From an optimization exercise on the open Yosys and OpenROAD flow, aimed at small area, a short achievable clock period and few clock cycles per item; shortcuts taken in it are not production practice. Only simulation tests tie the RTL to the original design; equivalence was not proved. No activity file was given, so power comes from the tool's default toggle rates.

== oak ==
==> flow/design.v (excerpt) <==
module data_cache #(
    parameter int LINES       = cache_pkg::DEF_LINES,
    parameter int MEM_LATENCY = cache_pkg::DEF_MEM_LATENCY
) (
    input  logic        clk,
    input  logic        rst,
    input  logic [31:0] address,
    input  logic [31:0] writeData,
    input  logic        cpuRead,
    input  logic        cpuWrite,
    output logic [31:0] readData,
    output logic        stall,
    output logic [31:0] memAddress,
    output logic [31:0] memWriteData,
    output logic        memRead,
    output logic        memWrite,
    input  logic [31:0] memReadData,
    output logic [15:0] hitCount,
    output logic [15:0] missCount
);
Size: about 5300 cells after synthesis, roughly 2100 flip-flops, about 230 I/O pins.
==> flow/config.mk <==
export PLATFORM = sky130hd
export DESIGN_NAME = data_cache
export DESIGN_NICKNAME = data_cache
export VERILOG_FILES = /design/flow/design.v
export SDC_FILE = /design/flow/constraint.sdc
export NUM_CORES = 4
export LEC_CHECK = 0
export CAP_MARGIN = 20
export CORE_MARGIN = 2
export CORE_UTILIZATION = 45
export CTS_BUF_LIST = sky130_fd_sc_hd__clkbuf_16
export CTS_CLUSTER_DIAMETER = 150
export CTS_CLUSTER_SIZE = 26
export SETUP_SLACK_MARGIN = 5.0
export SLEW_MARGIN = 20
==> flow/constraint.sdc <==
create_clock -name core_clock -period 8.0 [get_ports {clk}]
set_input_delay 1.6000 -clock core_clock [delete_from_list [all_inputs] [get_ports {clk}]]
set_output_delay 1.6000 -clock core_clock [all_outputs]
set_load 0.01 [all_outputs]
run.sh (not shown) runs the stock make flow with config.mk's settings and CLKGATE_MAP_FILE= SYNTH_SCRIPT=/design/flow/synth_recipe.tcl, a recipe that flattens the netlist after the stock synthesis.
Testbench counts of oak, summed over its fixed seeds: cycles 246,981, ops 64,000.
#### Input delta (pine over oak)
-- flow/config.mk --
<<< oak, line 8
export CAP_MARGIN = 20
export CORE_MARGIN = 2
export CORE_UTILIZATION = 45
export CTS_BUF_LIST = sky130_fd_sc_hd__clkbuf_16
export CTS_CLUSTER_DIAMETER = 150
>>> pine, line 8
export CAP_MARGIN = 20
export CORE_MARGIN = 2
export CORE_UTILIZATION = 60
export CTS_BUF_LIST = sky130_fd_sc_hd__clkbuf_16
export CTS_CLUSTER_DIAMETER = 150
## What came out
Compared with oak, pine shows clock period minus final worst setup slack higher by 120 ps.
Via count grows by a few percent when moving from oak to pine.
Summary of the comparison: post-route fraction of the period consumed by the critical path is higher in pine, relative to oak.
Changes observed in pine relative to oak: area of all sequential standard cells essentially unchanged; number of port buffers about even.
Taking oak as the reference, in pine area of all placed cells without fillers climbed about 1.2%, post-detailed-routing wire length lower.
The following lists how birch was set up differently from pine:
==> flow/config.mk <==
export PLATFORM = sky130hd
export DESIGN_NAME = data_cache
export DESIGN_NICKNAME = data_cache
export VERILOG_FILES = /design/flow/design.v
export SDC_FILE = /design/flow/constraint.sdc
export NUM_CORES = 4
export LEC_CHECK = 0
export CAP_MARGIN = 20
export CORE_MARGIN = 2
export CORE_UTILIZATION = 55
export CTS_BUF_LIST = sky130_fd_sc_hd__clkbuf_16
export CTS_CLUSTER_DIAMETER = 150
export CTS_CLUSTER_SIZE = 26
export SETUP_SLACK_MARGIN = 4.5
export SLEW_MARGIN = 20
==> comparison <==
Final critical delay including setup and external delays of birch is on par with pine.
birch ends up with a detailed-route wire length that is 1.4% lower than in pine.
birch vs pine — combinational power dropped by more than 10%
birch vs pine on global-route usage: birch is the lower one.
The standard cells in birch occupy less silicon area than those in pine do.
Between pine and birch, the cell count went down.
[inputs] maple vs birch
-- flow/config.mk --
<<< birch, line 12
export CTS_CLUSTER_DIAMETER = 150
export CTS_CLUSTER_SIZE = 26
export SETUP_SLACK_MARGIN = 4.5
export SLEW_MARGIN = 20
>>> maple, line 12
export CTS_CLUSTER_DIAMETER = 150
export CTS_CLUSTER_SIZE = 26
export SETUP_SLACK_MARGIN = 5.0
export SLEW_MARGIN = 20
--- outcome ---
Comparing birch and maple, total length of routed met3 wires is higher on maple. Cell area, maple vs birch: up by a few percent. Compared maple vs birch, and first-pass GRT wire length is up in maple. maple — worst setup slack after layout 200 ps higher, birch as reference. No run among birch and maple stopped early or left any final violation; all are clean.
### maple -> cedar
-- flow/config.mk --
<<< maple, line 11
export CTS_BUF_LIST = sky130_fd_sc_hd__clkbuf_16
export CTS_CLUSTER_DIAMETER = 150
export CTS_CLUSTER_SIZE = 26
export SETUP_SLACK_MARGIN = 5.0
export SLEW_MARGIN = 20
>>> cedar, line 11
export CTS_BUF_LIST = sky130_fd_sc_hd__clkbuf_16
export CTS_CLUSTER_DIAMETER = 150
export CTS_CLUSTER_SIZE = 30
export SETUP_SLACK_MARGIN = 5.0
export SLEW_MARGIN = 20
Notes after the runs:
- Between maple and cedar, the share of cell area taken by multi-input logic gates does not differ in any meaningful way.
- [cedar vs maple] clock tree cell share of total cell area: lower in cedar
- Every stage of the flow completed for cedar, and the final layout passed the timing, DRC and antenna checks.
- Changes observed in cedar relative to maple: clock power saw a decrease; total power divided by cell area down 2.7 nW/um^2.

v6:
data_cache, a different RTL version from the one above (not shown whole).
Size in the first run: about 4100 cells after synthesis, roughly 2000 flip-flops, roughly 230 I/O pins, about 76000 um2 of cells after synthesis.
export LEC_CHECK = 0
export CAP_MARGIN = 20
export CORE_MARGIN = 2
export CORE_UTILIZATION = 40
export SLEW_MARGIN = 20
create_clock -name core_clock -period 8.0 [get_ports {clk}]
Per the final summary, v6 finished and its layout is clean on timing, DRC and antenna.
Testbench counts of v6, summed over its fixed seeds: cycles 205,201, ops 64,000.
Here is what was changed in the inputs of v7 compared with v6.
Settings: setting CTS_CLUSTER_SIZE to 20 for the first time; setting SETUP_SLACK_MARGIN to 2.5 for the first time; setting CTS_BUF_LIST to sky130_fd_sc_hd__clkbuf_8 for the first time; changing CORE_UTILIZATION from 40 to 55.
### Flow results
- The lower normalized max-slew margin came out of v7.
- Diff v6 -> v7: register-to-register slack +0.37 ns; clock network fraction of design power -3.5 points; amount of wire on met3 after detailed routing +31%; cell area +about 4.4%; peak per-stage delay on the critical path +0.03 ns.

## separate check: timing with driven ports
No port has a modelled driver above. Below, the same layouts with a new extraction and two added sets of constraints. Step 1 (the two cells are an assumption about what drives the block):
set clk [get_ports {clk}]
set_driving_cell -lib_cell sky130_fd_sc_hd__clkbuf_16 $clk
set_driving_cell -lib_cell sky130_fd_sc_hd__buf_2 [delete_from_list [all_inputs] $clk]
Step 2 moves the port delays by t, midway between the first and last clock arrival at a register: inputs arrive t later, outputs are due t later. That takes back most of the time a late clock gives input paths. Three values: ideal, step 1, step 2; two values: the first two.
run	t (ns)	setup slack, ns	hold slack, ns	worst register clock-pin slew, ns
oak	0.825	4.337 / 4.233 / 3.749	0.336 / 0.336 / 0.336	0.11 / 0.11
pine	0.796	4.218 / 4.118 / 3.717	0.331 / 0.331 / 0.331	0.11 / 0.11
birch	0.786	4.217 / 4.114 / 3.571	0.338 / 0.338 / 0.338	0.11 / 0.11
maple	0.794	4.419 / 4.284 / 3.663	0.344 / 0.344 / 0.344	0.11 / 0.11
cedar	0.782	4.421 / 4.312 / 3.773	0.345 / 0.345 / 0.345	0.12 / 0.12
v6	0.903	0.306 / 0.148 / 0.148	0.411 / 0.411 / 0.411	0.07 / 0.07
v7	1.083	1.724 / 1.391 / 1.391	0.418 / 0.418 / 0.418	0.07 / 0.07
After both steps every run listed still meets setup and hold. The setup slack of maple, which loses most, moves by -0.135 ns with the drivers and by -0.756 ns with both steps.
